What follows belongs to an exercise in optimizing a design on an open flow for small area, a short achievable clock period and few clock cycles; a production flow would make more cautious choices. Function was checked by simulation only, so behaviour that the tests miss may differ from the original. No activity file was given, so power comes from the tool's default toggle rates.

$ cat design.v
module icache_nway #(
    parameter int WAYS = 4,
    parameter int SETS = 8
) (
    input  logic         clk,
    input  logic         rst,
    input  logic         mem_read,
    input  logic [15:0]  mem_address,
    output logic [15:0]  mem_rdata,
    output logic         mem_resp,
    output logic         l2_read,
    output logic [15:0]  l2_address,
    input  logic [127:0] l2_rdata,
    input  logic         l2_resp
    ,
    input  logic         flush
);
    localparam int IW = $clog2(SETS);
    localparam int TW = 12 - IW;
    localparam int WW = $clog2(WAYS);
    localparam int PW = (WAYS == 4) ? 3 : 1;
    logic [SETS-1:0] valid    [WAYS];
    logic [TW-1:0]   tag_arr  [WAYS][SETS];
    logic [127:0]    data_arr [WAYS][SETS];
    logic [PW-1:0]   plru     [SETS];
    logic            fill_st;      
    logic [11:0]     p_line;
    logic [2:0]      p_word;
    logic            p_hit;
    logic [WAYS*SETS-1:0] fill_oh;  
    logic [WW-1:0]   p_way;
    logic [15:0]     p_data;
    logic [WAYS-1:0] p_way_oh;     
    logic [SETS-1:0] a_set_oh;     
    logic [7:0]      a_word_oh;    
    logic [7:0]      f_word_oh;    
    logic            arm_hit;      
    logic            reload;       
    logic            arm_miss;     
    logic            arm_l2;       
    logic [11:0]   in_line;
    logic [2:0]    in_word;
    logic [IW-1:0] p_set, in_set;
    logic          unused_bit;
    assign in_line    = mem_address[15:4];
    assign in_word    = mem_address[3:1];
    assign in_set     = in_line[IW-1:0];
    assign p_set      = p_line[IW-1:0];
    assign unused_bit = mem_address[0];
    logic [SETS-1:0] in_set_oh;
    logic [WAYS-1:0] in_hit_oh;
    logic            in_hit;
    logic [WW-1:0]   in_way;
    logic [TW-1:0]   in_tag_w [WAYS];
    logic [WAYS-1:0] in_val_w;
    always_comb begin
        for (int s = 0; s < SETS; s++) in_set_oh[s] = (in_set == IW'(s));
        in_way = '0;
        for (int w = 0; w < WAYS; w++) begin
            in_tag_w[w] = '0;
            in_val_w[w] = 1'b0;
            for (int s = 0; s < SETS; s++) begin
                in_tag_w[w] = in_tag_w[w] | ({TW{in_set_oh[s]}} & tag_arr[w][s]);
                in_val_w[w] = in_val_w[w] | (in_set_oh[s] & valid[w][s]);
            end
            in_hit_oh[w] = in_val_w[w] && (in_tag_w[w] == in_line[11:IW]);
            if (in_hit_oh[w]) in_way = in_way | WW'(w);
        end
        in_hit = |in_hit_oh;
    end
    logic [11:0]     n_line;
    logic [11:0]     nn_line;
    logic [SETS-1:0] n_set_oh;
    logic [TW-1:0]   n_tag;
    logic [WAYS-1:0] n_hit_oh;
    logic [TW-1:0]   tag_arr_n [WAYS];
    logic            n_hit;
    logic [WW-1:0]   n_way;
    assign n_line = p_line + 12'd1;
    always_comb begin
        n_way = '0;
        for (int w = 0; w < WAYS; w++) begin
            n_hit_oh[w] = 1'b0;
            for (int s = 0; s < SETS; s++)
                n_hit_oh[w] = n_hit_oh[w] | (n_set_oh[s] && valid[w][s]);
            n_hit_oh[w] = n_hit_oh[w] && (n_tag == tag_arr_n[w]);
            if (n_hit_oh[w]) n_way = n_way | WW'(w);
        end
        n_hit = |n_hit_oh;
    end
    always_comb begin
        for (int w = 0; w < WAYS; w++) begin
            tag_arr_n[w] = '0;
            for (int s = 0; s < SETS; s++)
                tag_arr_n[w] = tag_arr_n[w] | ({TW{n_set_oh[s]}} & tag_arr[w][s]);
        end
    end
    logic [WW-1:0] victim, plru_way;
    logic [PW-1:0] plru_upd;
    logic [WW-1:0] acc_way;
    logic [2:0]    pc;
    generate
        if (WAYS == 4) begin : g_tree
            assign pc       = plru[p_set];
            assign plru_way = pc[0] ? {1'b1, pc[2]} : {1'b0, pc[1]};
            always_comb begin
                plru_upd    = pc;
                plru_upd[0] = ~acc_way[1];
                if (acc_way[1]) plru_upd[2] = ~acc_way[0];
                else            plru_upd[1] = ~acc_way[0];
            end
        end else begin : g_bit
            assign pc       = '0;
            assign plru_way = plru[p_set];
            assign plru_upd = ~acc_way;
        end
    endgenerate
    always_comb begin
        victim = plru_way;
        for (int w = WAYS - 1; w >= 0; w--) begin
            if (!valid[w][p_set]) victim = WW'(w);
        end
    end
    logic line_eq, word_eq, fast_hit, start_fill, repoint, fill_done, advance, flush_now;
    logic nx_last;
    assign nx_last    = (p_word == 3'd7);
    assign line_eq    = (in_line == p_line);
    assign word_eq    = (in_word == p_word);
    assign fast_hit   = mem_read && arm_hit && line_eq && word_eq;
    assign start_fill = mem_read && arm_miss && line_eq;
    assign repoint    = mem_read && !fill_st && !reload && !(line_eq && (word_eq || arm_miss));
    assign fill_done  = fill_st && l2_resp;
    assign advance    = fast_hit || fill_done;
    assign acc_way    = fill_st ? victim : p_way;
    assign mem_resp   = mem_read && line_eq && word_eq && (arm_hit || fill_done);
    assign l2_read    = mem_read && line_eq && arm_l2;
    assign l2_address = {p_line, 4'b0000};
    always_comb begin
        mem_rdata = fill_st ? 16'h0000 : p_data;
        for (int k = 0; k < 8; k++)
            mem_rdata = mem_rdata | ({16{f_word_oh[k]}} & l2_rdata[k*16 +: 16]);
    end
    logic [11:0]   p_line_nx;
    logic [2:0]    p_word_nx;
    logic          p_hit_nx, fill_nx, reload_nx;
    logic [WW-1:0] p_way_nx;
    logic [11:0]   a_line_nx;
    logic [2:0]    a_word_nx;
    always_comb begin
        p_line_nx = p_line;
        p_word_nx = p_word;
        p_hit_nx  = p_hit;
        p_way_nx  = p_way;
        fill_nx   = fill_st;
        reload_nx = 1'b0;
        if (start_fill) begin
            fill_nx   = 1'b1;
            p_word_nx = in_word;
        end
        if (fill_done) fill_nx = 1'b0;
        if (repoint) begin
            p_line_nx = in_line;
            p_word_nx = in_word;
            p_hit_nx  = in_hit;
            p_way_nx  = in_way;
            reload_nx = in_hit && nx_last;
        end else if (advance) begin
            p_word_nx = p_word + 3'd1;
            if (nx_last) begin
                p_line_nx = n_line;
                p_hit_nx  = n_hit;
                p_way_nx  = n_way;
            end else if (fill_done) begin
                p_hit_nx  = 1'b1;
                p_way_nx  = victim;
            end
        end
        if (flush_now) begin
            p_hit_nx  = 1'b0;
            reload_nx = 1'b0;
        end
        {a_line_nx, a_word_nx} = {p_line_nx, p_word_nx} + 15'd1;
        nn_line = p_line_nx + 12'd1;
    end
    logic [SETS-1:0] r_set_oh;
    logic [7:0]      in_word_oh, r_word_oh;
    logic [WAYS-1:0] r_way_oh;
    logic [15:0]     set_word [WAYS][8];
    logic [15:0]     way_word [WAYS];
    logic [15:0]     r_data, f_data, p_data_nx;
    logic            to_next;
    always_comb begin
        for (int k = 0; k < 8; k++) in_word_oh[k] = (in_word == 3'(k));
    end
    assign to_next     = nx_last && !reload;
    assign r_set_oh  = to_next ? a_set_oh : in_set_oh;
    assign r_word_oh = (repoint || reload) ? in_word_oh : a_word_oh;
    assign r_way_oh  = repoint ? in_hit_oh : (to_next ? n_hit_oh : p_way_oh);
    always_comb begin
        r_data = '0;
        f_data = '0;
        for (int w = 0; w < WAYS; w++) begin
            way_word[w] = '0;
            for (int k = 0; k < 8; k++) begin
                set_word[w][k] = '0;
                for (int s = 0; s < SETS; s++)
                    set_word[w][k] = set_word[w][k] | ({16{r_set_oh[s]}} & data_arr[w][s][k*16 +: 16]);
                way_word[w] = way_word[w] | ({16{r_word_oh[k]}} & set_word[w][k]);
            end
            r_data = r_data | ({16{r_way_oh[w]}} & way_word[w]);
        end
        for (int k = 0; k < 8; k++) f_data = f_data | ({16{a_word_oh[k]}} & l2_rdata[k*16 +: 16]);
    end
    assign p_data_nx = (fill_done && !nx_last) ? f_data : r_data;
    always_ff @(posedge clk) begin
        if (repoint || reload || advance) p_data <= p_data_nx;
    end
    logic flush_pend;
    assign flush_now = !fill_st && (flush || flush_pend);
    always_ff @(posedge clk or posedge rst) begin
        if (rst) begin
            flush_pend <= 1'b0;
        end else if (fill_st && flush) begin
            flush_pend <= 1'b1;
        end else if (flush_now) begin
            flush_pend <= 1'b0;
        end
    end
    always_ff @(posedge clk or posedge rst) begin
        if (rst) begin
            fill_st   <= 1'b0;
            p_line    <= '0;
            p_word    <= '0;
            p_hit     <= 1'b0;
            p_way     <= '0;
            p_way_oh  <= WAYS'(1);
            a_set_oh  <= SETS'(1);
            a_word_oh <= 8'b0000_0010;
            f_word_oh <= '0;
            arm_hit   <= 1'b0;
            arm_miss  <= 1'b1;
            arm_l2    <= 1'b1;
            reload    <= 1'b0;
            n_set_oh  <= SETS'(2);
            n_tag     <= '0;
            fill_oh   <= '0;
            for (int w = 0; w < WAYS; w++) valid[w] <= '0;
            for (int s = 0; s < SETS; s++) plru[s] <= '0;
        end else begin
            fill_st <= fill_nx;
            p_line  <= p_line_nx;
            p_word  <= p_word_nx;
            p_hit   <= p_hit_nx;
            p_way   <= p_way_nx;
            for (int w = 0; w < WAYS; w++) p_way_oh[w] <= (p_way_nx == WW'(w));
            for (int s = 0; s < SETS; s++) a_set_oh[s] <= (a_line_nx[IW-1:0] == IW'(s));
            for (int k = 0; k < 8; k++) begin
                a_word_oh[k] <= (a_word_nx == 3'(k));
                f_word_oh[k] <= fill_nx && (p_word_nx == 3'(k));
            end
            arm_hit  <= !fill_nx && p_hit_nx && !reload_nx;
            reload   <= reload_nx;
            for (int s = 0; s < SETS; s++) n_set_oh[s] <= (nn_line[IW-1:0] == IW'(s));
            n_tag    <= nn_line[11:IW];
            if (start_fill) begin
                for (int w = 0; w < WAYS; w++)
                    for (int s = 0; s < SETS; s++)
                        fill_oh[w*SETS+s] <= (victim == WW'(w)) && (p_set == IW'(s));
            end else if (fill_done) begin
                fill_oh <= '0;
            end
            arm_miss <= !fill_nx && !p_hit_nx;
            arm_l2   <= fill_nx || !p_hit_nx;
            if (fill_done) valid[victim][p_set] <= 1'b1;
            if (advance) plru[p_set] <= plru_upd;
            if (flush_now) begin
                for (int w = 0; w < WAYS; w++) valid[w] <= '0;
                for (int s = 0; s < SETS; s++) plru[s] <= '0;
            end
        end
    end
    always_ff @(posedge clk) begin
        for (int w = 0; w < WAYS; w++)
            for (int s = 0; s < SETS; s++)
                if (fill_oh[w*SETS+s]) begin
                    tag_arr[w][s]  <= p_line[11:IW];
                    data_arr[w][s] <= l2_rdata;
                end
    end
endmodule
$ cat flow/run.sh
#!/bin/bash
# The standard layout (the standard.sh, standard synthesis unchanged), with the ports
# buffered by buf_4 cells instead of the delay cells buffer_ports picks by default, and the
# timing repair after global routing run with 15% slower wire estimates (flow/grt_rc.tcl).
set -euo pipefail
bash standard.sh BUFFER_PORTS_ARGS="-buffer_cell sky130_fd_sc_hd__buf_4" \
    PRE_GLOBAL_ROUTE_TCL="$PWD/flow/grt_rc.tcl" finish > flow_make.log 2>&1
$ cat flow/grt_rc.tcl
# Sourced before global routing: the repair after global routing sees wires 15% slower
# than the platform's estimate, since detailed routing makes the long select and data nets
# slower than global routing estimates them. Later steps use the platform's values again.
set_layer_rc -layer li1 -capacitance [expr {1.15 * 1.499e-04}] -resistance [expr {1.15 * 7.176e-02}]
set_layer_rc -layer met1 -capacitance [expr {1.15 * 1.72375E-04}] -resistance [expr {1.15 * 8.929e-04}]
set_layer_rc -layer met2 -capacitance [expr {1.15 * 1.36233E-04}] -resistance [expr {1.15 * 8.929e-04}]
set_layer_rc -layer met3 -capacitance [expr {1.15 * 2.14962E-04}] -resistance [expr {1.15 * 1.567e-04}]
set_layer_rc -layer met4 -capacitance [expr {1.15 * 1.48128E-04}] -resistance [expr {1.15 * 1.567e-04}]
set_layer_rc -layer met5 -capacitance [expr {1.15 * 1.54087E-04}] -resistance [expr {1.15 * 1.781e-05}]
set_wire_rc -signal -layer met1
set_wire_rc -clock -layer met3
$ cat standard.sh
#!/bin/bash
# synth_recipe.tcl (not shown) runs the flow's synth.tcl, then flattens the netlist and writes it again
# the make line also repeats each setting of config.mk as NAME=value (left out here)
make -C /OpenROAD-flow-scripts/flow DESIGN_CONFIG=/design/flow/config.mk WORK_HOME=/design/flow/orfs CLKGATE_MAP_FILE= SYNTH_SCRIPT=/design/flow/synth_recipe.tcl "${@:-finish}"
$ cat config.mk
export PLATFORM = sky130hd
export DESIGN_NAME = icache_nway
export DESIGN_NICKNAME = icache_nway
export VERILOG_FILES = /design/flow/design.v
export SDC_FILE = /design/flow/constraint.sdc
export NUM_CORES = 8
export LEC_CHECK = 0
export CAP_MARGIN = 20
export CORE_MARGIN = 2
export CORE_UTILIZATION = 55
export CTS_BUF_LIST = sky130_fd_sc_hd__clkbuf_16
export CTS_CLUSTER_DIAMETER = 80
export CTS_CLUSTER_SIZE = 24
export SETUP_SLACK_MARGIN = 4.8
export SLEW_MARGIN = 20
export TNS_END_PERCENT = 5
$ cat constraint.sdc
create_clock -name core_clock -period 9.5 [get_ports {clk}]
set_input_delay 1.9000 -clock core_clock [delete_from_list [all_inputs] [get_ports {clk}]]
set_output_delay 1.9000 -clock core_clock [all_outputs]
set_load 0.01 [all_outputs]
==> reports/summary.txt, run 1 <==
Yosys cell types = 93
Max Freq = 199.1 MHz
via count = 101400
layout cells sized above 1 = 10.22%
status = no timing/DRC/antenna violations
pin count of the biggest net entering global routing = 124
gr ovfl total = 0
DP Area = 176800 um^2
M1 GR Usage = 49.09%
syn avg cell area = 18.03 um^2
nets = 9645
maximum VDD drop = 163.7 uV
largest family of logic cells by synthesized area = compound AO/OA/AOI/OAI gates
clk root buf = clkbuf_16
GRT Util Overall = 35.34%
Post-Synthesis Cell Area = 170100 um^2
register clock-pin slew on the reported worst setup and hold paths = 0.09 ns
initial DRC count = 16380
GRT busiest layer = met2
maxcap violations = 0
cell leakage power = 55.64 nW
Worst-Skew Late Latency = 0.97 ns
post-synthesis mux area share = 0.9923%
Filler Cell Count = 22590
number of flops mapped to enable cells by yosys = 4400
core area = 308300 um^2
r2r setup slk = 4.92 ns
Final Setup Violations = 0
power per cell area = 191.8 nW/um^2
TritonRoute pass-1 iters = 9
number of global-route vias before repair = 97090
via/cell ratio = 7.394
initial antenna violation count = 72
Sink Count = 4557
area share of fa/ha/maj cells after synthesis = 0.1177%
# IOs = 183
RSZ-0062 raised after global routing = true
critical path type = in -> out
Global Route met2 Usage = 54.77%
commonest non-fill, non-tap cell in the layout = edfxtp_1
Most used DFF post-synth = edfxtp_1
detailed placement HPWL = 286800 um
Worst setup endpoint = mem_rdata[7]
most frequent cells in the layout = edfxtp_1, a22oi_1, nand4_1
Initial Util = 55.17%
setup TNS = 0 ns
GP Congestion = 0.8503
Critical Path RT = 7.60 ns
CP startpoint = l2_rdata[71]
dpl ws = 2.793 ns
RR Startpoint = p_line[0]
Avg WL per Cell = 41.16 um
Post-Synthesis Cells = 9435
Die Area = 313700 um^2
Crit Reg-Reg Endpoint = p_data[14]
number of buffers created by CTS = 216
ANT nets after route = 0
IO buf count = 177
CTS max path bufs = 4
post-route design area = 184500 um^2
cells on worst reg2reg path = 11
PnR worst setup slack = 4.477 ns
Hold WC Path Type = reg -> reg
Area Overhead vs Synth = 8.490%
final-report max-slew violation count = 0
H-tree Lvls = 4
YS warnings = 9
CTS tree = done
fin crit period = 5.023 ns
CP endpoint kind = output pin
die width = 560.1 um
max_slew headroom = 26.46%
Worst EP arrival = 3.12 ns
CTS Hold Buffers Added = 0
worst setup skew after layout = 0.04855 ns
post-route clock period utilization = 52.87%
FF+latch count, synth = 4557
first-pass GRT wire length = 776300 um
Synth Area in Simple Gates = 3.570%
Synth async-reset ratio = 3.445%
Compound-Gate Fraction of Synth Area = 12.98%
# DRC = 0
die height = 560.1 um
Crit Path Max Fanout = 2
sequential fraction of the synthesis area = 79.99%
Synth Area in XOR/XNOR = 0.5274%
final hold violation count = 0
met3 Usage GRT = 7.669%
WL final = 564600 um
worst-margin pin slew = 1.103 ns
Setup crit start kind = input pin
std cell rows = 204
-- how the worst min path moves through the flow --
stage,endpoint,startpoint,cells after the start
finish,plru[5][1],plru[5][1],2
global placement,plru[0][1],plru[0][1],2
CTS,plru[0][1],plru[0][1],2
floorplan,plru[1][1],plru[1][1],2
detailed placement,plru[0][1],plru[0][1],2
global route,plru[2][1],plru[2][1],2
-- metrics by stage --
stage / hold WS (ns) / cells / total power (W) / util, %
2_1_floorplan: 0.4599 / 9438 / 0.02395 / -
3_3_place_gp: 0.4759 / 13340 / 0.02525 / 57.31
3_5_place_dp: 0.4852 / 13340 / 0.02528 / 57.33
4_1_cts: 0.5062 / 13640 / 0.03536 / 59.70
5_1_grt: 0.5513 / 13680 / 0.03690 / 59.82
6_report: 0.5097 / 13720 / 0.03539 / 59.85
-- layout make-up --
cell class	instances	area, um^2	share of cell area (%)
timing repair buffer	482	5216	2.827
sequential	4557	136200	73.80
antenna	70	175.2	0.09492
multi-input combinational	4196	31790	17.23
clock inverter	48	420.4	0.2278
tap	4120	5155	2.793
inverter	27	107.6	0.05831
clock buffer	219	5480	2.970
-- Yosys cell counts (7+ instances only) --
library cell / count / area [um^2]
a221o_1: 11 / 110.1
mux4_2: 40 / 900.9
nor2b_1: 13 / 81.33
buf_1: 63 / 236.5
inv_1: 24 / 90.09
a2bb2oi_1: 17 / 148.9
o211ai_1: 7 / 52.55
xnor2_1: 40 / 350.3
buf_2: 303 / 1516
a22o_1: 24 / 210.2
a21oi_1: 53 / 265.3
buf_4: 11 / 82.58
xor2_1: 55 / 481.7
nand2b_1: 7 / 43.79
o21ai_0: 66 / 330.3
clkbuf_1: 273 / 1025
nor2_1: 116 / 435.4
a222oi_1: 22 / 220.2
a221oi_1: 40 / 350.3
dfrtp_1: 151 / 3779
nand3_1: 86 / 430.4
mux2i_1: 33 / 330.3
and2_1: 14 / 87.58
nand4_1: 594 / 3716
buf_6: 12 / 135.1
nor4_1: 11 / 68.82
ha_1: 16 / 200.2
a31oi_1: 31 / 193.9
mux2_2: 32 / 360.4
o22a_1: 16 / 140.1
and4_1: 49 / 429.2
and3_1: 10 / 62.56
nand2_1: 74 / 277.8
a22oi_1: 2563 / 19240
edfxtp_1: 4400 / 132100
o21ai_1: 8 / 40.04
o22ai_1: 14 / 87.58
nor3_1: 18 / 90.09
-- where the power goes --
group / internal (W) / leakage (nW) / switching [W] / total [W]
combinational: 0.000866 / 11.1 / 0.00204 / 0.00291
sequential: 0.0220 / 41.6 / 0.0000504 / 0.0221
clock: 0.00432 / 2.97 / 0.00606 / 0.0104
-- per-layer routing --
metal | up-vias | share of wire, %
met1 | 53310 | 38
met3 | 1107 | 12
met4 | 16 | 4.4
li1 | 39980 | -
met2 | 7020 | 46
met5 | - | 0.018
-- worst max-delay path, stage by stage --
cell	delay (ns)
buf_16	0.12
a222oi_1	0.46
nand3_4	0.36
buf_6	0.26
-- sequential cells by signal, indices dropped and copies added (netlist names), 9 cells and up --
register and count:
n_tag 9, valid 32, plru 24, tag_arr 288
fill_oh 32, data_arr 4096, p_line 12, p_data 16
-- cells by family after synthesis --
kind of cell	count (synthesis)
AO/OA/AOI/OAI	2936
XOR/XNOR	99
adder cells (fa/ha/maj)	16
buffers and inverters	689
flip-flops	4557
multiplexers	112
other	1
AND/OR/NAND/NOR	1025
-- what timing repair did --
item,4_1_cts,5_1_grt
pin swaps,34,16
endpoints found under the setup margin,45,34
buffers inserted,21,5
resized for setup,175,18
cloned,10,3
Testbench counts, summed over its fixed seeds: cycles 28,672.
==> inputs of run 2 (changes only) <==
==> flow/run.sh (replaced) <==
#!/bin/bash
# The standard layout (the standard.sh, standard synthesis unchanged), with the ports
# buffered by buf_4 cells instead of the delay cells buffer_ports picks by default, and the
# timing repair after global routing run with 25% slower wire estimates (flow/grt_rc.tcl).
set -euo pipefail
bash standard.sh BUFFER_PORTS_ARGS="-buffer_cell sky130_fd_sc_hd__buf_4" \
    PRE_GLOBAL_ROUTE_TCL="$PWD/flow/grt_rc.tcl" finish > flow_make.log 2>&1
==> flow/grt_rc.tcl (replaced) <==
# Sourced before global routing: the repair after global routing sees wires 25% slower
# than the platform's estimate, since detailed routing makes the long select and data nets
# slower than global routing estimates them. Later steps use the platform's values again.
set_layer_rc -layer li1 -capacitance [expr {1.25 * 1.499e-04}] -resistance [expr {1.25 * 7.176e-02}]
set_layer_rc -layer met1 -capacitance [expr {1.25 * 1.72375E-04}] -resistance [expr {1.25 * 8.929e-04}]
set_layer_rc -layer met2 -capacitance [expr {1.25 * 1.36233E-04}] -resistance [expr {1.25 * 8.929e-04}]
set_layer_rc -layer met3 -capacitance [expr {1.25 * 2.14962E-04}] -resistance [expr {1.25 * 1.567e-04}]
set_layer_rc -layer met4 -capacitance [expr {1.25 * 1.48128E-04}] -resistance [expr {1.25 * 1.567e-04}]
set_layer_rc -layer met5 -capacitance [expr {1.25 * 1.54087E-04}] -resistance [expr {1.25 * 1.781e-05}]
set_wire_rc -signal -layer met1
set_wire_rc -clock -layer met3
--- a/config.mk
+++ b/config.mk
@@ -11,6 +11,6 @@
 export CTS_BUF_LIST = sky130_fd_sc_hd__clkbuf_16
 export CTS_CLUSTER_DIAMETER = 80
 export CTS_CLUSTER_SIZE = 24
-export SETUP_SLACK_MARGIN = 4.8
+export SETUP_SLACK_MARGIN = 4.6
 export SLEW_MARGIN = 20
 export TNS_END_PERCENT = 5
==> run 2 against run 1 <==
Global-route usage shrank 0.16 points. Combinational power hardly changed. Largest cell class unchanged. Critical path type unchanged. Cell area about the same. Power is essentially flat. Critical path depth grew 1. Synthesized area did not move. Die area did not move. Clock-buffer cell count unchanged. Sequential cell count did not move. Worst setup slack gained 0.0053 ns.
==> reports/summary.txt, run 2 <==
Crit Path Max Fanout = 17 (was 2)
Switching Share = 23.02% (was 23.03%)
initial DRC count = 15960 (was 16380)
Avg WL per Cell = 41.14 um (was 41.16 um)
Worst EP arrival = 3.12 ns (about the same)
area leader, netlist = edfxtp_1 (unchanged)
via/cell ratio = 7.411 (was 7.394)
area share of the largest cell type after synthesis = 77.68% (unchanged)
Yosys cell types = 93 (unchanged)
Crit Reg-Reg Endpoint = p_data[7] (was p_data[14])
met1 WL = 212000 um (was 212600 um)
clock share of power = 29.3% (about the same)
nets = 9655 (was 9645)
Layout Cells excl Fill = 13710 (was 13720)
DP Area = 176800 um^2 (unchanged)
Post-Synthesis Cells = 9435 (unchanged)
number of global-route vias before repair = 96990 (was 97090)
Cell Chain, Critical Path = buf_16 > a22o_1 > a221oi_2 > nand3_4 > buf_6 (was buf_16 > a222oi_1 > nand3_4 > buf_6)
max_slew headroom = 27.40% (was 26.46%)
Most used DFF post-synth = edfxtp_1 (unchanged)
Top Registers = data_arr (4096), tag_arr (288) (unchanged)
most frequent cell after synthesis = edfxtp_1 (unchanged)
Hold WC Path Type = reg -> reg (unchanged)
std cell rows = 204 (unchanged)
YS warnings = 9 (unchanged)
CP endpoint kind = output pin (unchanged)
fin crit period = 5.017 ns (was 5.023 ns)
Core Util, Final = 59.80% (was 59.85%)
WL final = 564200 um (was 564600 um)
Initial Util = 55.17% (unchanged)
sequential power share = 62.5% (was 62.4%)
FF+latch count, synth = 4557 (unchanged)
syn avg cell area = 18.03 um^2 (unchanged)
IO buf count = 177 (unchanged)
Synth Area in XOR/XNOR = 0.5274% (unchanged)
Area Overhead vs Synth = 8.394% (was 8.490%)
# IOs = 183 (unchanged)
area share of fa/ha/maj cells after synthesis = 0.1177% (unchanged)
worst setup skew after layout = 0.04898 ns (was 0.04855 ns)
Worst setup endpoint = mem_rdata[7] (unchanged)
DR WL met3 = 64210 um (was 65150 um)
CTS max path bufs = 4 (unchanged)
status = no timing/DRC/antenna violations (unchanged)
Crit path largest cell delay = 0.32 ns (was 0.46 ns)
die width = 560.1 um (unchanged)
number of flops mapped to enable cells by yosys = 4400 (unchanged)
Largest register FFs = 4096 (unchanged)
cell leakage power = 55.59 nW (was 55.64 nW)
post-route design area = 184400 um^2 (was 184500 um^2)
Worst-Skew Late Latency = 0.97 ns (about the same)
Max Freq = 199.3 MHz (was 199.1 MHz)
Post-Synthesis Cell Area = 170100 um^2 (unchanged)
CTS Hold Buffers Added = 0 (unchanged)
H-tree Lvls = 4 (unchanged)
DR WL met2 = 262600 um (was 261800 um)
post-synthesis mux area share = 0.9923% (unchanged)
critical path type = in -> out (unchanged)
Fin Hold WS = 0.5103 ns (was 0.5097 ns)
sequential fraction of the synthesis area = 79.99% (unchanged)
Synth Area in Simple Gates = 3.570% (unchanged)
r2r setup slk = 5.11 ns (was 4.92 ns)
setup TNS = 0 ns (unchanged)
maxcap violations = 0 (unchanged)
pin count of the biggest net entering global routing = 124 (unchanged)
clk root buf = clkbuf_16 (unchanged)
register clock-pin slew on the reported worst setup and hold paths = 0.09 ns (about the same)
final-report max-slew violation count = 0 (unchanged)
Final Setup Violations = 0 (unchanged)
initial antenna violation count = 72 (unchanged)
max layer used = met5 (unchanged)
power per cell area = 191.8 nW/um^2 (about the same)
Comb pwr share = 8.2% (about the same)
Synth async-reset ratio = 3.445% (unchanged)
core area = 308300 um^2 (unchanged)
number of buffers created by CTS = 216 (unchanged)
most frequent cells in the layout = edfxtp_1, a22oi_1, nand4_1 (unchanged)
GP Congestion = 0.8503 (unchanged)
dpl cells = 13340 (unchanged)
post-route clock period utilization = 52.81% (was 52.87%)
Die Area = 313700 um^2 (unchanged)
# DRC = 0 (unchanged)
Commonest cells post-synth = edfxtp_1, a22oi_1, nand4_1 (unchanged)
layout cells sized above 1 = 10.34% (was 10.22%)
RSZ-0062 raised after global routing = true (unchanged)
Critical Path RT = 7.60 ns (about the same)
detailed placement HPWL = 286800 um (unchanged)
Sink Count = 4557 (unchanged)
Top reg by flops = data_arr (unchanged)
Setup crit start kind = input pin (unchanged)
most area-consuming cells after synthesis = edfxtp_1, a22oi_1, dfrtp_1, nand4_1, buf_2 (unchanged)
first-pass GRT wire length = 773300 um (was 776300 um)
via count = 101600 (was 101400)
maximum VDD drop = 164.3 uV (was 163.7 uV)
cells on worst reg2reg path = 13 (was 11)
RR Startpoint = p_word[0] (was p_line[0])
ANT nets after route = 0 (unchanged)
Compound-Gate Fraction of Synth Area = 12.98% (unchanged)
CP startpoint = l2_rdata[39] (was l2_rdata[71])
slowest CP cell = nand3_4 (was a222oi_1)
Net Switching = 0.008140 W (was 0.008151 W)
P_int = 0.02722 W (was 0.02724 W)
TritonRoute pass-1 iters = 9 (unchanged)
die height = 560.1 um (unchanged)
GRT Util Overall = 35.17% (was 35.34%)
final hold violation count = 0 (unchanged)
largest family of logic cells by synthesized area = compound AO/OA/AOI/OAI gates (unchanged)
worst-margin pin slew = 1.089 ns (was 1.103 ns)
commonest non-fill, non-tap cell in the layout = edfxtp_1 (unchanged)
gr ovfl total = 0 (unchanged)
CTS tree = done (unchanged)
## run 2: cell types whose count changed in the layout (fill, tap and decap cells not counted), moves of 5 or more
cell	change
buf_12	+7
buf_6	-5
bufbuf_16	-6
diode_2	-15
xnor2_4	-9
xnor2_2	+7
buf_4	+15
## run 2: final cells by class
cell class / instances / area [um^2]
Tap cell: 4120 / 5155
Sequential cell: 4557 / 136200
Inverter: 27 / 107.6
Fill cell: 22590 / 124000
Clock inverter: 48 / 420.4
Multi-Input combinational cell: 4197 / 31720
Timing Repair Buffer: 491 / 5167
Clock buffer: 219 / 5480
Antenna cell: 55 / 137.6
## run 2: cell families after synthesis
family / Yosys count
compound gates: 2936
other cells: 1
buf+inv: 689
mux: 112
simple gates: 1025
fa+ha+maj: 16
xor+xnor: 99
flops: 4557
## run 2: layer usage
metal / track usage, % / vias up
li1: - / 39970
met1: 48.94 / 53500
met2: 54.96 / 7043
met3: 7.343 / 1100
met4: 13.82 / 20
met5: 0 / -
## run 2: repair_timing
action / 4_1_cts / 5_1_grt
endpoints found under the setup margin: 35 / 34
pin swaps: 27 / 22
gates cloned: 4 / 7
setup buffers: 12 / 22
resized for setup: 114 / 40
## run 2: worst max-delay path, delay by kind of cell
family	cells	cell delay, ns
AO/OA/AOI/OAI	2	0.46
AND/OR/NAND/NOR	1	0.32
buffers and inverters	2	0.41
## run 2: through the flow
step	total power (W)	setup slack, ns
finish	0.03536	4.483
global route	0.03734	4.393
CTS	0.03532	4.497
detailed placement	0.02528	2.793
global placement	0.02525	2.793
floorplan	0.02395	4.601
## run 2: worst min path at each step
stage                          start         end  cells past startpoint
after detailed placement  plru[0][1]  plru[0][1]                      2
final                     plru[5][1]  plru[5][1]                      2
after CTS                 plru[0][1]  plru[0][1]                      2
after global placement    plru[0][1]  plru[0][1]                      2
after global routing      plru[2][1]  plru[2][1]                      2
after floorplan           plru[1][1]  plru[1][1]                      2
## run 2: power groups by stage
stage               registers (W)  clock network (W)  logic (W)
CTS                        0.0221             0.0104    0.00279
global placement           0.0225                  0    0.00270
finish                     0.0221             0.0104    0.00290
detailed placement         0.0225                  0    0.00274
floorplan                  0.0226                  0    0.00139
global route               0.0221             0.0119    0.00334
==> inputs of run 3 (changes only) <==
--- a/config.mk
+++ b/config.mk
@@ -11,6 +11,6 @@
 export CTS_BUF_LIST = sky130_fd_sc_hd__clkbuf_16
 export CTS_CLUSTER_DIAMETER = 80
 export CTS_CLUSTER_SIZE = 24
-export SETUP_SLACK_MARGIN = 4.6
+export SETUP_SLACK_MARGIN = 4.8
 export SLEW_MARGIN = 20
 export TNS_END_PERCENT = 5
==> run 3 against run 2 <==
Hold slack got worse by 0.0023 ns. Core utilization is 0.20 points higher. Sequential share of layout area is 0.25 points lower. Critical path depth fell by 1. Register-to-register slack gained 0.09 ns. Global-route usage increased by 0.16 points. First-iteration DRC count grew 1.1%. Clock power about the same. Still clean. Via count shrank 0.29%. Synthesized cell count did not move. Highest routed layer unchanged. Critical path type unchanged. Clock-buffer cell count is the same.
==> reports/summary.txt, run 3 <==
die width = 560.1 um (unchanged)
Commonest cells post-synth = edfxtp_1, a22oi_1, nand4_1 (unchanged)
status = no timing/DRC/antenna violations (unchanged)
Initial Util = 55.17% (unchanged)
Sink Count = 4557 (unchanged)
std cell rows = 204 (unchanged)
via count = 101300 (was 101600)
Post-Synthesis Cells = 9435 (unchanged)
DP Area = 176800 um^2 (unchanged)
die height = 560.1 um (unchanged)
Most used DFF post-synth = edfxtp_1 (unchanged)
layout cells sized above 1 = 10.55% (was 10.34%)
maxcap violations = 0 (unchanged)
GRT Util Overall = 35.33% (was 35.17%)
number of global-route vias before repair = 97090 (was 96990)
max_slew headroom = 26.38% (was 27.40%)
commonest non-fill, non-tap cell in the layout = edfxtp_1 (unchanged)
Top reg by flops = data_arr (unchanged)
area leader, netlist = edfxtp_1 (unchanged)
# DRC = 0 (unchanged)
final hold violation count = 0 (unchanged)
power per cell area = 191.5 nW/um^2 (was 191.8 nW/um^2)
setup TNS = 0 ns (unchanged)
area share of fa/ha/maj cells after synthesis = 0.1177% (unchanged)
critical path type = in -> out (unchanged)
most frequent cell after synthesis = edfxtp_1 (unchanged)
register clock-pin slew on the reported worst setup and hold paths = 0.09 ns (about the same)
fin crit period = 4.997 ns (was 5.017 ns)
Die Area = 313700 um^2 (unchanged)
CTS Hold Buffers Added = 0 (unchanged)
final-report max-slew violation count = 0 (unchanged)
syn avg cell area = 18.03 um^2 (unchanged)
WL final = 567400 um (was 564200 um)
maximum VDD drop = 164.1 uV (was 164.3 uV)
GRT busiest layer = met2 (unchanged)
Worst-Skew Late Latency = 0.97 ns (about the same)
Global Route met2 Usage = 54.76% (was 54.96%)
pin count of the biggest net entering global routing = 124 (unchanged)
IO buf count = 177 (unchanged)
Crit Path Max Fanout = 2 (was 17)
Crit path largest cell delay = 0.46 ns (was 0.32 ns)
Yosys cell types = 93 (unchanged)
post-route clock period utilization = 52.60% (was 52.81%)
M1 GR Usage = 49.10% (was 48.94%)
sequential fraction of the synthesis area = 79.99% (unchanged)
CP endpoint kind = output pin (unchanged)
Post-Synthesis Cell Area = 170100 um^2 (unchanged)
worst setup skew after layout = 0.04547 ns (was 0.04898 ns)
Synth async-reset ratio = 3.445% (unchanged)
TritonRoute pass-1 iters = 7 (was 9)
post-synthesis mux area share = 0.9923% (unchanged)
initial antenna violation count = 70 (was 72)
Hold WC Path Type = reg -> reg (unchanged)
Largest register FFs = 4096 (unchanged)
GP Congestion = 0.8503 (unchanged)
Final Setup Violations = 0 (unchanged)
Synth Area in XOR/XNOR = 0.5274% (unchanged)
Worst Path Buf+Inv = 2 (unchanged)
via/cell ratio = 7.384 (was 7.411)
Area Overhead vs Synth = 8.765% (was 8.394%)
Filler Cell Count = 22530 (was 22590)
ANT nets after route = 0 (unchanged)
gr ovfl total = 0 (unchanged)
critical path's top delay family = compound AO/OA/AOI/OAI gates (unchanged)
Cell Chain, Critical Path = buf_16 > a222oi_1 > nand3_4 > buf_6 (was buf_16 > a22o_1 > a221oi_2 > nand3_4 > buf_6)
post-route design area = 185000 um^2 (was 184400 um^2)
detailed placement HPWL = 286800 um (unchanged)
YS warnings = 9 (unchanged)
Top Registers = data_arr (4096), tag_arr (288) (unchanged)
Worst EP arrival = 3.10 ns (was 3.12 ns)
H-tree Lvls = 4 (unchanged)
clk root buf = clkbuf_16 (unchanged)
CTS max path bufs = 4 (unchanged)
area share of the largest cell type after synthesis = 77.68% (unchanged)
Critical Path RT = 7.60 ns (about the same)
first-pass GRT wire length = 776300 um (was 773300 um)
r2r setup slk = 5.20 ns (was 5.11 ns)
nets = 9673 (was 9655)
number of flops mapped to enable cells by yosys = 4400 (unchanged)
Max Freq = 200.1 MHz (was 199.3 MHz)
FF+latch count, synth = 4557 (unchanged)
met3 Usage GRT = 7.657% (was 7.343%)
Synth Area in Simple Gates = 3.570% (unchanged)
core area = 308300 um^2 (unchanged)
Compound-Gate Fraction of Synth Area = 12.98% (unchanged)
largest family of logic cells by synthesized area = compound AO/OA/AOI/OAI gates (unchanged)
number of buffers created by CTS = 216 (unchanged)
slowest CP cell = a222oi_1 (was nand3_4)
most area-consuming cells after synthesis = edfxtp_1, a22oi_1, dfrtp_1, nand4_1, buf_2 (unchanged)
most frequent cells in the layout = edfxtp_1, a22oi_1, nand4_1 (unchanged)
CTS tree = done (unchanged)
initial DRC count = 16130 (was 15960)
Setup crit start kind = input pin (unchanged)
worst-margin pin slew = 1.104 ns (was 1.089 ns)
cell leakage power = 55.86 nW (was 55.59 nW)
Avg WL per Cell = 41.34 um (was 41.14 um)
# IOs = 183 (unchanged)
RSZ-0062 raised after global routing = true (unchanged)
-- run 3: tightest hold or removal path, cell delays in order, from the launching register on --
cell and delay (ns):
dfrtp_1 0.35, nand3_1 0.06, o21ai_0 0.06
-- run 3: worst paths after layout --
check	startpoint	to	depth (start not counted)
max	l2_rdata[71]	mem_rdata[7]	4
min	plru[5][1]	plru[5][1]	2
max reg2reg	n_set_oh[1]	p_data[11]	11
min reg2reg	plru[5][1]	plru[5][1]	2
max in group asynchronous	rst	fill_oh[24]	4
min in group asynchronous	rst	valid[2][3]	3
-- run 3: power breakdown --
part	leakage, nW	switching, W	total, W	internal (W)
sequential	41.6	0.0000507	0.0221	0.0220
combinational	11.3	0.00206	0.00294	0.000886
clock	2.97	0.00607	0.0104	0.00432
total	55.9	0.00818	0.0354	0.0273
-- run 3: what timing repair did --
action / in CTS / in global routing
gates resized for setup: 175 / 43
pin swaps: 34 / 24
gates cloned: 10 / 6
buffers inserted: 21 / 26
endpoints found under the setup margin: 45 / 57
-- run 3: final cells by class --
cell class | count | area, um^2 | share of cell area, %
flip-flops and latches | 4557 | 136200 | 73.61
multi-input cells | 4197 | 31860 | 17.22
inverters | 27 | 107.6 | 0.05816
diodes | 48 | 120.1 | 0.06492
well taps | 4120 | 5155 | 2.786
clock inverters | 48 | 420.4 | 0.2272
clock buffers | 219 | 5480 | 2.962
repair buffers | 509 | 5674 | 3.067
-- run 3: stage by stage --
step	instances	utilization, %	hold WS (ns)	worst slack, ns	total power [W]
detailed placement	13340	57.33	0.4852	2.793	0.02528
global route	13710	59.99	0.5574	4.400	0.03740
CTS	13640	59.70	0.5062	4.537	0.03536
finish	13730	60.00	0.5079	4.503	0.03544
global placement	13340	57.31	0.4759	2.793	0.02525
floorplan	9438	-	0.4599	4.601	0.02395
-- run 3: metal layers --
metal	vias to the layer above	routed length, um
li1	39990	-
met4	22	27250
met3	1143	66230
met2	6812	261600
met5	-	371
met1	53370	212000
-- run 3: kinds of logic after synthesis --
group,Yosys count
compound gates,2936
buf+inv,689
fa+ha+maj,16
simple gates,1025
flops,4557
xor+xnor,99
mux,112
other cells,1
==> inputs of run 4 (changes only) <==
--- a/config.mk
+++ b/config.mk
@@ -7,7 +7,7 @@
 export LEC_CHECK = 0
 export CAP_MARGIN = 20
 export CORE_MARGIN = 2
-export CORE_UTILIZATION = 55
+export CORE_UTILIZATION = 50
 export CTS_BUF_LIST = sky130_fd_sc_hd__clkbuf_16
 export CTS_CLUSTER_DIAMETER = 80
 export CTS_CLUSTER_SIZE = 24
==> run 4 against run 3 <==
First-iteration DRC count is 6.6% higher. Hold slack gained 0.0062 ns. Synthesized area is the same. Clock power about the same. Non-clock buffer count is 30 higher. Synthesized cell count unchanged.
==> reports/summary.txt, run 4 <==
status = no timing/DRC/antenna violations (unchanged)
beginning of the worst hold path = plru[6][1] (was plru[5][1])
clk root buf = clkbuf_16 (unchanged)
commonest non-fill, non-tap cell in the layout = edfxtp_1 (unchanged)
max_slew headroom = 20.11% (was 26.38%)
CP startpoint = l2_rdata[67] (was l2_rdata[71])
RR Startpoint = p_line[10] (was n_set_oh[1])
die height = 587.3 um (was 560.1 um)
critical path type = in -> out (unchanged)
Crit Path Max Fanout = 17 (was 2)
most frequent cell after synthesis = edfxtp_1 (unchanged)
worst-margin pin slew = 1.198 ns (was 1.104 ns)
FF+latch count, synth = 4557 (unchanged)
Avg WL per Cell = 40.02 um (was 41.34 um)
Core Util, Final = 54.80% (was 60.00%)
Die Area = 344900 um^2 (was 313700 um^2)
Crit path largest cell delay = 0.56 ns (was 0.46 ns)
sequential fraction of the synthesis area = 79.99% (unchanged)
CTS max path bufs = 4 (unchanged)
CTS Hold Buffers Added = 0 (unchanged)
Commonest cells post-synth = edfxtp_1, a22oi_1, nand4_1 (unchanged)
post-route design area = 185900 um^2 (was 185000 um^2)
Top reg by flops = data_arr (unchanged)
area leader, netlist = edfxtp_1 (unchanged)
number of buffers created by CTS = 217 (was 216)
detailed placement HPWL = 290900 um (was 286800 um)
H-tree Lvls = 4 (unchanged)
largest family of logic cells by synthesized area = compound AO/OA/AOI/OAI gates (unchanged)
TritonRoute pass-1 iters = 19 (was 7)
area share of fa/ha/maj cells after synthesis = 0.1177% (unchanged)
RSZ-0062 raised after global routing = true (unchanged)
total stage count of the critical path = 4 (unchanged)
area share of the largest cell type after synthesis = 77.68% (unchanged)
cells on worst reg2reg path = 12 (was 11)
Fin Hold WS = 0.5141 ns (was 0.5079 ns)
WL final = 567500 um (was 567400 um)
Layout Cells excl Fill = 14180 (was 13730)
YS warnings = 9 (unchanged)
pin count of the biggest net entering global routing = 117 (was 124)
Worst-Skew Late Latency = 0.98 ns (was 0.97 ns)
CTS tree = done (unchanged)
dpl cells = 13760 (was 13340)
syn avg cell area = 18.03 um^2 (unchanged)
Hold Path Sink = plru[6][1] (was plru[5][1])
maxcap violations = 0 (unchanged)
GRT Util Overall = 32.13% (was 35.33%)
post-synthesis mux area share = 0.9923% (unchanged)
Worst Path Buf+Inv = 2 (unchanged)
gr ovfl total = 0 (unchanged)
first-pass GRT wire length = 779200 um (was 776300 um)
final-report max-slew violation count = 0 (unchanged)
Crit Reg-Reg Endpoint = p_data[1] (was p_data[11])
Compound-Gate Fraction of Synth Area = 12.98% (unchanged)
most frequent cells in the layout = edfxtp_1, a22oi_1, nand4_1 (unchanged)
ANT nets after route = 0 (unchanged)
initial antenna violation count = 73 (was 70)
number of global-route vias before repair = 96920 (was 97090)
setup TNS = 0 ns (unchanged)
Largest register FFs = 4096 (unchanged)
Initial Util = 50.14% (was 55.17%)
Synth Area in XOR/XNOR = 0.5274% (unchanged)
critical path's top delay family = compound AO/OA/AOI/OAI gates (unchanged)
most area-consuming cells after synthesis = edfxtp_1, a22oi_1, dfrtp_1, nand4_1, buf_2 (unchanged)
Post-Synthesis Cells = 9435 (unchanged)
slowest CP cell = a222oi_1 (unchanged)
die width = 587.3 um (was 560.1 um)
Cell Chain, Critical Path = buf_16 > a222oi_1 > nand3_4 > buf_6 (unchanged)
number of flops mapped to enable cells by yosys = 4400 (unchanged)
# IOs = 183 (unchanged)
CP endpoint kind = output pin (unchanged)
GP Congestion = 0.8435 (was 0.8503)
Area Overhead vs Synth = 9.294% (was 8.765%)
post-route clock period utilization = 53.18% (was 52.60%)
Synth Area in Simple Gates = 3.570% (unchanged)
fin crit period = 5.052 ns (was 4.997 ns)
Critical Path RT = 7.60 ns (about the same)
Worst EP arrival = 3.15 ns (was 3.10 ns)
power per cell area = 190.5 nW/um^2 (was 191.5 nW/um^2)
via count = 102100 (was 101300)
maximum VDD drop = 167.6 uV (was 164.1 uV)
Max Freq = 197.9 MHz (was 200.1 MHz)
core area = 339200 um^2 (was 308300 um^2)
Top Registers = data_arr (4096), tag_arr (288) (unchanged)
initial DRC count = 17200 (was 16130)
Final Setup Violations = 0 (unchanged)
nets = 9704 (was 9673)
IO buf count = 177 (unchanged)
Sink Count = 4557 (unchanged)
hold path cells = 2 (unchanged)
Most used DFF post-synth = edfxtp_1 (unchanged)
via/cell ratio = 7.199 (was 7.384)
register clock-pin slew on the reported worst setup and hold paths = 0.09 ns (about the same)
r2r setup slk = 5.04 ns (was 5.20 ns)
cell leakage power = 56.06 nW (was 55.86 nW)
std cell rows = 214 (was 204)
Synth async-reset ratio = 3.445% (unchanged)
Setup crit start kind = input pin (unchanged)
worst setup skew after layout = 0.06052 ns (was 0.04547 ns)
Post-Synthesis Cell Area = 170100 um^2 (unchanged)
Hold WC Path Type = reg -> reg (unchanged)
layout cells sized above 1 = 10.88% (was 10.55%)
final hold violation count = 0 (unchanged)
DP Area = 177300 um^2 (was 176800 um^2)
Yosys cell types = 93 (unchanged)
# DRC = 0 (unchanged)
==> run 4: cell types whose count changed in the layout (fill, tap and decap cells not counted), moves of 4 or more <==
cell | before | now
clkbuf_16 | 221 | 225
inv_1 | 41 | 48
nand3_2 | 11 | 6
bufbuf_16 | 8 | 4
buf_12 | 77 | 82
buf_8 | 10 | 15
bufinv_16 | 6 | 1
buf_4 | 340 | 349
buf_6 | 53 | 67
==> run 4: worst min-delay path: stages, from the launching register on <==
cell,delay (ns)
dfrtp_1,0.36
nand3_1,0.06
o21ai_0,0.06
==> run 4: power breakdown <==
part | switching [W] | internal (W) | leakage, nW
combinational | 0.00206 | 0.000899 | 11.5
sequential | 0.0000469 | 0.0220 | 41.6
clock | 0.00612 | 0.00424 | 3.00
total | 0.00823 | 0.0272 | 56.1
==> run 4: how the worst max path moves through the flow <==
stage,to,slack [ns]
2_1_floorplan,mem_resp,4.60
3_3_place_gp,p_data[12],2.75
3_5_place_dp,p_data[12],2.66
4_1_cts,mem_rdata[10],4.52
5_1_grt,mem_rdata[5],4.34
6_report,mem_rdata[3],4.45
==> run 4: metrics by stage <==
step                total power (W)  setup WS [ns]
floorplan                   0.02395          4.601
global placement            0.02525          2.749
detailed placement          0.02528          2.664
CTS                         0.03536          4.524
global route                0.03739          4.343
finish                      0.03542          4.448
==> run 4: routing by layer <==
| metal | share of wire (%) | track usage [%] | routed length, um | up-vias |
|---|---|---|---|---|
| li1 | - | - | - | 40080 |
| met1 | 38 | 45.48 | 215400 | 53330 |
| met2 | 45 | 48.11 | 257300 | 7542 |
| met3 | 12 | 7.688 | 70330 | 1106 |
| met4 | 4.3 | 13.14 | 24200 | 30 |
| met5 | 0.067 | 0 | 378 | - |
==> run 4: cell families after synthesis <==
logic type | Yosys count
other | 1
DFF | 4557
buffers and inverters | 689
adders and majority gates | 16
muxes | 112
xor gates and xnor gates | 99
AOI/OAI and AO/OA | 2936
and+or+nand+nor | 1025
==> run 4: area by class of cell <==
type | instances | area [um^2]
Antenna cell | 49 | 122.6
Clock buffer | 221 | 5530
Clock inverter | 55 | 387.9
Fill cell | 26070 | 153300
Inverter | 27 | 108.9
Multi-Input combinational cell | 4197 | 31910
Sequential cell | 4557 | 136200
Tap cell | 4536 | 5675
Timing Repair Buffer | 539 | 5967
==> run 4: repair_timing <==
item | in CTS | in global routing
gates cloned | 7 | 5
setup endpoints to repair | 56 | 49
pin swaps | 42 | 34
gates resized for setup | 193 | 73
setup buffers | 39 | 38
==> inputs of run 5 (changes only) <==
==> flow/run.sh (replaced) <==
#!/bin/bash
# The standard layout (the standard.sh, standard synthesis unchanged), with the ports
# buffered by buf_4 cells instead of the delay cells buffer_ports picks by default, and the
# pin constraints in flow/io.tcl (each CPU-word pin beside the L2 pins forwarded to it).
set -euo pipefail
bash standard.sh BUFFER_PORTS_ARGS="-buffer_cell sky130_fd_sc_hd__buf_4" \
    IO_CONSTRAINTS="$PWD/flow/io.tcl" finish > flow_make.log 2>&1
==> flow/io.tcl (new file) <==
# CPU-word pins next to the L2 pins that can be forwarded to them
set_io_pin_constraint -pin_names {l2_rdata[0] l2_rdata[16] l2_rdata[32] l2_rdata[48] l2_rdata[64] l2_rdata[80] l2_rdata[96] l2_rdata[112] mem_rdata[0] l2_rdata[1] l2_rdata[17] l2_rdata[33] l2_rdata[49] l2_rdata[65] l2_rdata[81] l2_rdata[97] l2_rdata[113] mem_rdata[1] l2_rdata[2] l2_rdata[18] l2_rdata[34] l2_rdata[50] l2_rdata[66] l2_rdata[82] l2_rdata[98] l2_rdata[114] mem_rdata[2] l2_rdata[3] l2_rdata[19] l2_rdata[35] l2_rdata[51] l2_rdata[67] l2_rdata[83] l2_rdata[99] l2_rdata[115] mem_rdata[3] l2_rdata[4] l2_rdata[20] l2_rdata[36] l2_rdata[52] l2_rdata[68] l2_rdata[84] l2_rdata[100] l2_rdata[116] mem_rdata[4] l2_rdata[5] l2_rdata[21] l2_rdata[37] l2_rdata[53] l2_rdata[69] l2_rdata[85] l2_rdata[101] l2_rdata[117] mem_rdata[5] l2_rdata[6] l2_rdata[22] l2_rdata[38] l2_rdata[54] l2_rdata[70] l2_rdata[86] l2_rdata[102] l2_rdata[118] mem_rdata[6] l2_rdata[7] l2_rdata[23] l2_rdata[39] l2_rdata[55] l2_rdata[71] l2_rdata[87] l2_rdata[103] l2_rdata[119] mem_rdata[7] l2_rdata[8] l2_rdata[24] l2_rdata[40] l2_rdata[56] l2_rdata[72] l2_rdata[88] l2_rdata[104] l2_rdata[120] mem_rdata[8] l2_rdata[9] l2_rdata[25] l2_rdata[41] l2_rdata[57] l2_rdata[73] l2_rdata[89] l2_rdata[105] l2_rdata[121] mem_rdata[9] l2_rdata[10] l2_rdata[26] l2_rdata[42] l2_rdata[58] l2_rdata[74] l2_rdata[90] l2_rdata[106] l2_rdata[122] mem_rdata[10] l2_rdata[11] l2_rdata[27] l2_rdata[43] l2_rdata[59] l2_rdata[75] l2_rdata[91] l2_rdata[107] l2_rdata[123] mem_rdata[11] l2_rdata[12] l2_rdata[28] l2_rdata[44] l2_rdata[60] l2_rdata[76] l2_rdata[92] l2_rdata[108] l2_rdata[124] mem_rdata[12] l2_rdata[13] l2_rdata[29] l2_rdata[45] l2_rdata[61] l2_rdata[77] l2_rdata[93] l2_rdata[109] l2_rdata[125] mem_rdata[13] l2_rdata[14] l2_rdata[30] l2_rdata[46] l2_rdata[62] l2_rdata[78] l2_rdata[94] l2_rdata[110] l2_rdata[126] mem_rdata[14] l2_rdata[15] l2_rdata[31] l2_rdata[47] l2_rdata[63] l2_rdata[79] l2_rdata[95] l2_rdata[111] l2_rdata[127] mem_rdata[15]} -region bottom:* -group -order
--- a/config.mk
+++ b/config.mk
@@ -7,10 +7,10 @@
 export LEC_CHECK = 0
 export CAP_MARGIN = 20
 export CORE_MARGIN = 2
-export CORE_UTILIZATION = 50
+export CORE_UTILIZATION = 55
 export CTS_BUF_LIST = sky130_fd_sc_hd__clkbuf_16
 export CTS_CLUSTER_DIAMETER = 80
 export CTS_CLUSTER_SIZE = 24
-export SETUP_SLACK_MARGIN = 4.8
+export SETUP_SLACK_MARGIN = 4.6
 export SLEW_MARGIN = 20
 export TNS_END_PERCENT = 5
removed: flow/grt_rc.tcl
==> run 5 against run 4 <==
Clock power is essentially flat. Worst setup slack lost 0.079 ns. Largest power group unchanged. Final cell count fell by 3.8%. Maximum frequency is 1.5% lower. Synthesized cell count unchanged. Clock skew is 0.0091 ns higher. Largest cell class unchanged. Sequential power is essentially flat. Still clean.
==> reports/summary.txt, run 5 <==
status = no timing/DRC/antenna violations (unchanged)
Commonest cells post-synth = edfxtp_1, a22oi_1, nand4_1 (unchanged)
TritonRoute pass-1 iters = 7 (was 19)
Final Setup Violations = 0 (unchanged)
post-route clock period utilization = 54.01% (was 53.18%)
CP endpoint kind = flop (was output pin)
Final Power = 0.03543 W (was 0.03542 W)
syn avg cell area = 18.03 um^2 (unchanged)
die height = 560.1 um (was 587.3 um)
first-pass GRT wire length = 752400 um (was 779200 um)
Post-Synthesis Cells = 9435 (unchanged)
power per cell area = 193.0 nW/um^2 (was 190.5 nW/um^2)
CTS max path bufs = 4 (unchanged)
maximum VDD drop = 168.2 uV (was 167.6 uV)
Synth async-reset ratio = 3.445% (unchanged)
gr ovfl total = 0 (unchanged)
Avg WL per Cell = 39.65 um (was 40.02 um)
setup TNS = 0 ns (unchanged)
H-tree Lvls = 4 (unchanged)
Top Registers = data_arr (4096), tag_arr (288) (unchanged)
GP Congestion = 0.8920 (was 0.8435)
initial antenna violation count = 13 (was 73)
GRT Util Overall = 33.82% (was 32.13%)
WL final = 541000 um (was 567500 um)
die width = 560.1 um (was 587.3 um)
most frequent cell after synthesis = edfxtp_1 (unchanged)
Sink Count = 4557 (unchanged)
Critical Path RT = 10.30 ns (was 7.60 ns)
IO buf count = 177 (unchanged)
Most used DFF post-synth = edfxtp_1 (unchanged)
slowest CP cell = mux2_4 (was a222oi_1)
std cell rows = 204 (was 214)
CTS Hold Buffers Added = 0 (unchanged)
area leader, netlist = edfxtp_1 (unchanged)
Initial Util = 55.17% (was 50.14%)
Filler Cell Count = 22750 (was 26070)
Max Freq = 194.9 MHz (was 197.9 MHz)
via/cell ratio = 7.338 (was 7.199)
fin crit period = 5.131 ns (was 5.052 ns)
Worst EP arrival = 5.93 ns (was 3.15 ns)
number of global-route vias before repair = 98090 (was 96920)
RSZ-0062 raised after global routing = true (unchanged)
Post-Synthesis Cell Area = 170100 um^2 (unchanged)
core area = 308300 um^2 (was 339200 um^2)
worst setup skew after layout = 0.06965 ns (was 0.06052 ns)
CTS tree = done (unchanged)
via count = 100100 (was 102100)
initial DRC count = 15280 (was 17200)
Cell Chain, Critical Path = buf_12 > buf_4 > and2_2 > a22oi_1 > a21o_1 > a221oi_2 > nand3_1 > nor4_4 > mux2_4 > a2bb2oi_1 > a31oi_1 (was buf_16 > a222oi_1 > nand3_4 > buf_6)
# DRC = 0 (unchanged)
layout cells sized above 1 = 9.780% (was 10.88%)
nets = 9630 (was 9704)
# IOs = 183 (unchanged)
Yosys cell types = 93 (unchanged)
area share of the largest cell type after synthesis = 77.68% (unchanged)
Area Overhead vs Synth = 7.937% (was 9.294%)
register clock-pin slew on the reported worst setup and hold paths = 0.09 ns (about the same)
Hold WC Path Type = reg -> reg (unchanged)
ANT nets after route = 0 (unchanged)
final-report max-slew violation count = 0 (unchanged)
Top reg by flops = data_arr (unchanged)
final hold violation count = 0 (unchanged)
cell leakage power = 55.23 nW (was 56.06 nW)
critical path type = in -> reg (was in -> out)
Setup crit start kind = input pin (unchanged)
number of flops mapped to enable cells by yosys = 4400 (unchanged)
most area-consuming cells after synthesis = edfxtp_1, a22oi_1, dfrtp_1, nand4_1, buf_2 (unchanged)
clk root buf = clkbuf_16 (unchanged)
Largest register FFs = 4096 (unchanged)
YS warnings = 9 (unchanged)
sequential fraction of the synthesis area = 79.99% (unchanged)
worst-margin pin slew = 1.215 ns (was 1.198 ns)
detailed placement HPWL = 283000 um (was 290900 um)
maxcap violations = 0 (unchanged)
Crit path largest cell delay = 0.77 ns (was 0.56 ns)
FF+latch count, synth = 4557 (unchanged)
Die Area = 313700 um^2 (was 344900 um^2)
Crit Path Max Fanout = 29 (was 17)
pin count of the biggest net entering global routing = 119 (was 117)
commonest non-fill, non-tap cell in the layout = edfxtp_1 (unchanged)
Worst-Skew Late Latency = 0.96 ns (was 0.98 ns)
max_slew headroom = 19.03% (was 20.11%)
most frequent cells in the layout = edfxtp_1, a22oi_1, nand4_1 (unchanged)
number of buffers created by CTS = 218 (was 217)
## run 5: report_power, final
part,total [W],switching [W],internal (W)
combinational,0.00289,0.00206,0.000835
sequential,0.0222,0.000112,0.0221
clock,0.0104,0.00607,0.00431
## run 5: routing by layer
layer	routed length [um]	up-vias	track usage (%)
met1	198500	52410	44.94
met4	31590	8	16.32
met3	53870	1288	5.393
met5	53	-	0
met2	256900	6548	54.97
li1	-	39860	-
## run 5: final timing paths
path | slack, ns | depth (start not counted) | start | to
max | 4.37 | 11 | mem_address[5] | p_data[11]
max reg2reg | 4.77 | 12 | p_word[0] | p_data[15]
min in group asynchronous | 1.10 | 2 | rst | plru[6][0]
min reg2reg | 0.51 | 2 | plru[0][1] | plru[0][1]
max in group asynchronous | 6.49 | 4 | rst | fill_oh[29]
min | 0.51 | 2 | plru[0][1] | plru[0][1]
## run 5: critical path, delay by kind of cell
family | cells | cell delay (ns)
multiplexers | 1 | 0.77
buffers and inverters | 2 | 0.52
AND/OR/NAND/NOR | 3 | 1.34
AO/OA/AOI/OAI | 5 | 1.32
## run 5: layout make-up
cell class | instances | area [um^2] | share of cell area, %
Clock inverter | 44 | 447.9 | 0.2440
Sequential cell | 4557 | 136200 | 74.18
Antenna cell | 14 | 35.03 | 0.01908
Tap cell | 4120 | 5155 | 2.808
Timing Repair Buffer | 465 | 4626 | 2.519
Inverter | 27 | 105.1 | 0.05725
Clock buffer | 220 | 5505 | 2.999
Multi-Input combinational cell | 4196 | 31540 | 17.18
## run 5: cell families after synthesis
logic type	Yosys count	synth area share, %
XOR/XNOR	99	0.5274
AND/OR/NAND/NOR	1025	3.570
flip-flops	4557	79.99
buffers and inverters	689	1.821
other	1	0.002205
multiplexers	112	0.9923
AO/OA/AOI/OAI	2936	12.98
adder cells (fa/ha/maj)	16	0.1177
## run 5: through the flow
stage	util (%)	area, um^2	hold slack, ns	worst slack, ns	std cells
after floorplan	-	170100	0.4599	4.601	9438
after global placement	57.24	176500	0.4731	2.712	13310
after detailed placement	57.25	176500	0.4870	2.672	13310
after CTS	59.47	183400	0.5077	4.496	13620
after global routing	59.53	183600	0.5327	4.429	13630
final	59.54	183600	0.5118	4.369	13640
## run 5: what timing repair did
action,CTS,global route
pin swaps,19,7
setup endpoints to repair,28,21
resized for setup,66,12
buffers inserted,36,6
gates cloned,7,1
==> inputs of run 6 (changes only) <==
==> flow/run.sh (replaced) <==
#!/bin/bash
# The standard layout (the standard.sh, standard synthesis unchanged), with the ports
# buffered by buf_4 cells instead of the delay cells buffer_ports picks by default, the
# timing repair after global routing run with 25% slower wire estimates (flow/grt_rc.tcl),
# and the pin constraints in flow/io.tcl (each CPU-word pin beside the L2 pins forwarded
# to it).
set -euo pipefail
bash standard.sh BUFFER_PORTS_ARGS="-buffer_cell sky130_fd_sc_hd__buf_4" \
    PRE_GLOBAL_ROUTE_TCL="$PWD/flow/grt_rc.tcl" IO_CONSTRAINTS="$PWD/flow/io.tcl" \
    finish > flow_make.log 2>&1
==> flow/grt_rc.tcl (new file) <==
# Sourced before global routing: the repair after global routing sees wires 25% slower
# than the platform's estimate, since detailed routing makes the long select and data nets
# slower than global routing estimates them. Later steps use the platform's values again.
set_layer_rc -layer li1 -capacitance [expr {1.25 * 1.499e-04}] -resistance [expr {1.25 * 7.176e-02}]
set_layer_rc -layer met1 -capacitance [expr {1.25 * 1.72375E-04}] -resistance [expr {1.25 * 8.929e-04}]
set_layer_rc -layer met2 -capacitance [expr {1.25 * 1.36233E-04}] -resistance [expr {1.25 * 8.929e-04}]
set_layer_rc -layer met3 -capacitance [expr {1.25 * 2.14962E-04}] -resistance [expr {1.25 * 1.567e-04}]
set_layer_rc -layer met4 -capacitance [expr {1.25 * 1.48128E-04}] -resistance [expr {1.25 * 1.567e-04}]
set_layer_rc -layer met5 -capacitance [expr {1.25 * 1.54087E-04}] -resistance [expr {1.25 * 1.781e-05}]
set_wire_rc -signal -layer met1
set_wire_rc -clock -layer met3
==> run 6 against run 5 <==
Still clean. Non-clock buffer count increased by 27. Global-route usage about the same. Register-to-register slack improved by 0.32 ns. Critical path depth shrank 4. Final cell count increased by 0.21%. Synthesized cell count did not move. Synthesized area did not move. Worst setup slack improved by 0.067 ns. Clock skew fell by 0.0030 ns. Critical endpoint is now mem_resp. Largest power group unchanged.
==> reports/summary.txt, run 6 <==
status = no timing/DRC/antenna violations (unchanged)
final hold violation count = 0 (unchanged)
Area Overhead vs Synth = 8.240% (was 7.937%)
Worst EP arrival = 3.16 ns (was 5.93 ns)
fin crit period = 5.064 ns (was 5.131 ns)
maximum VDD drop = 168.0 uV (was 168.2 uV)
via/cell ratio = 7.330 (was 7.338)
slowest CP cell = nor3_4 (was mux2_4)
die height = 560.1 um (unchanged)
Top reg by flops = data_arr (unchanged)
worst-margin pin slew = 1.111 ns (was 1.215 ns)
area of the multi-input gates = 31620 um^2 (was 31540 um^2)
syn avg cell area = 18.03 um^2 (unchanged)
Hold WC Path Type = reg -> reg (unchanged)
post-route design area = 184100 um^2 (was 183600 um^2)
register clock-pin slew on the reported worst setup and hold paths = 0.08 ns (was 0.09 ns)
RSZ-0062 raised after global routing = true (unchanged)
cell leakage power = 55.45 nW (was 55.23 nW)
Commonest cells post-synth = edfxtp_1, a22oi_1, nand4_1 (unchanged)
setup TNS = 0 ns (unchanged)
critical path type = in -> out (was in -> reg)
initial DRC count = 15400 (was 15280)
ANT nets after route = 0 (unchanged)
Yosys cell types = 93 (unchanged)
Layout Cells excl Fill = 13670 (was 13640)
RR Startpoint = p_word[1] (was p_word[0])
critical path's top delay family = simple AND/OR/NAND/NOR gates (unchanged)
detailed placement HPWL = 283000 um (unchanged)
gr ovfl total = 0 (unchanged)
first-pass GRT wire length = 752600 um (was 752400 um)
YS warnings = 9 (unchanged)
nets = 9658 (was 9630)
r2r setup slk = 5.09 ns (was 4.77 ns)
DP Area = 176500 um^2 (unchanged)
Max Freq = 197.5 MHz (was 194.9 MHz)
commonest non-fill, non-tap cell in the layout = edfxtp_1 (unchanged)
clk root buf = clkbuf_16 (unchanged)
FF+latch count, synth = 4557 (unchanged)
IO buf count = 177 (unchanged)
Worst-Skew Late Latency = 0.96 ns (about the same)
Final Setup Violations = 0 (unchanged)
Core Util, Final = 59.71% (was 59.54%)
number of buffers created by CTS = 218 (unchanged)
Avg WL per Cell = 39.63 um (was 39.65 um)
max_slew headroom = 25.91% (was 19.03%)
worst setup skew after layout = 0.06661 ns (was 0.06965 ns)
core area = 308300 um^2 (unchanged)
WL final = 541800 um (was 541000 um)
CTS max path bufs = 4 (unchanged)
Most used DFF post-synth = edfxtp_1 (unchanged)
pin count of the biggest net entering global routing = 119 (unchanged)
initial antenna violation count = 10 (was 13)
GP Congestion = 0.8920 (unchanged)
GRT Util Overall = 33.83% (was 33.82%)
via count = 100200 (was 100100)
Initial Util = 55.17% (unchanged)
maxcap violations = 0 (unchanged)
area leader, netlist = edfxtp_1 (unchanged)
CP endpoint kind = output pin (was flop)
Post-Synthesis Cells = 9435 (unchanged)
sequential fraction of the synthesis area = 79.99% (unchanged)
number of flops mapped to enable cells by yosys = 4400 (unchanged)
most area-consuming cells after synthesis = edfxtp_1, a22oi_1, dfrtp_1, nand4_1, buf_2 (unchanged)
Cell Chain, Critical Path = buf_12 > buf_16 > xnor2_4 > nand4_4 > nor3_4 > and3_4 > buf_6 (was buf_12 > buf_4 > and2_2 > a22oi_1 > a21o_1 > a221oi_2 > nand3_1 > nor4_4 > mux2_4 > a2bb2oi_1 > a31oi_1)
most frequent cell after synthesis = edfxtp_1 (unchanged)
final-report max-slew violation count = 0 (unchanged)
layout cells sized above 1 = 10.13% (was 9.780%)
Synth async-reset ratio = 3.445% (unchanged)
Die Area = 313700 um^2 (unchanged)
std cell rows = 204 (unchanged)
Setup crit start kind = input pin (unchanged)
most frequent cells in the layout = edfxtp_1, a22oi_1, nand4_1 (unchanged)
Filler Cell Count = 22710 (was 22750)
number of global-route vias before repair = 98080 (was 98090)
Top Registers = data_arr (4096), tag_arr (288) (unchanged)
Fin Hold WS = 0.5081 ns (was 0.5118 ns)
# DRC = 0 (unchanged)
power per cell area = 192.6 nW/um^2 (was 193.0 nW/um^2)
post-route clock period utilization = 53.30% (was 54.01%)
Crit path largest cell delay = 0.29 ns (was 0.77 ns)
# IOs = 183 (unchanged)
CP startpoint = mem_address[5] (unchanged)
area share of the largest cell type after synthesis = 77.68% (unchanged)
TritonRoute pass-1 iters = 9 (was 7)
Post-Synthesis Cell Area = 170100 um^2 (unchanged)
Sink Count = 4557 (unchanged)
CTS tree = done (unchanged)
Crit Path Max Fanout = 4 (was 29)
Critical Path RT = 7.60 ns (was 10.30 ns)
H-tree Lvls = 4 (unchanged)
beginning of the worst hold path = plru[0][1] (unchanged)
Largest register FFs = 4096 (unchanged)
dpl cells = 13310 (unchanged)
Worst Path Buf+Inv = 3 (was 2)
die width = 560.1 um (unchanged)
FF+latch area = 136200 um^2 (about the same)
run 6: worst paths after layout:
kind	to	cells after the start
worst max-delay path	mem_resp	7
worst min-delay path	plru[0][1]	2
worst max register to register	p_data[11]	11
worst min register to register	plru[0][1]	2
max in group asynchronous	fill_oh[29]	4
min in group asynchronous	plru[6][0]	2
run 6: per-layer routing:
metal	track usage, %	up-vias	wire length (um)
li1	-	39910	-
met1	44.96	52650	199700
met2	54.95	6439	257600
met3	5.399	1200	53440
met4	16.39	8	30980
met5	0	-	53
run 6: worst min-delay path: cells and delay by family (launching register included):
kind               cells  cell delay (ns)
AOI/OAI and AO/OA      1             0.07
DFF                    1             0.35
and+or+nand+nor        1             0.06
run 6: logic make-up after synthesis:
kind of cell / after synthesis / share of synthesized area (%)
XOR/XNOR: 99 / 0.5274
AO/OA/AOI/OAI: 2936 / 12.98
adder cells (fa/ha/maj): 16 / 0.1177
AND/OR/NAND/NOR: 1025 / 3.570
buffers and inverters: 689 / 1.821
other: 1 / 0.002205
flip-flops: 4557 / 79.99
multiplexers: 112 / 0.9923
run 6: where the power goes:
group	switching [W]	leakage (nW)	internal, W
registers	0.000113	41.6	0.0221
logic	0.00207	10.9	0.000855
clock network	0.00606	2.96	0.00431
run 6: cell type report:
cell class	count	area share, %
Clock buffer	220	2.990
Clock inverter	44	0.2433
Multi-Input combinational cell	4197	17.17
Inverter	27	0.05709
Sequential cell	4557	73.97
Antenna cell	14	0.01903
Timing Repair Buffer	492	2.749
Tap cell	4120	2.800
run 6: timing repair:
action	4_1_cts	5_1_grt
endpoints found under the setup margin	28	43
pin swaps	19	13
resized for setup	66	24
hold buffers	0	0
cloned	7	3
buffers inserted	36	29
run 6: metrics by stage:
step,setup slack (ns),power [W]
finish,4.436,0.03545
global route,4.335,0.03745
CTS,4.496,0.03543
detailed placement,2.672,0.02535
global placement,2.712,0.02532
floorplan,4.601,0.02395

Re-timed with assumed drivers on the ports (clkbuf_16 on the clock, buf_2 on other inputs), run 6 has 4.298 ns of setup slack against 4.436 ns with ideal ports, and 3.560 ns once port delays also move by the mid clock arrival of 1.031 ns.
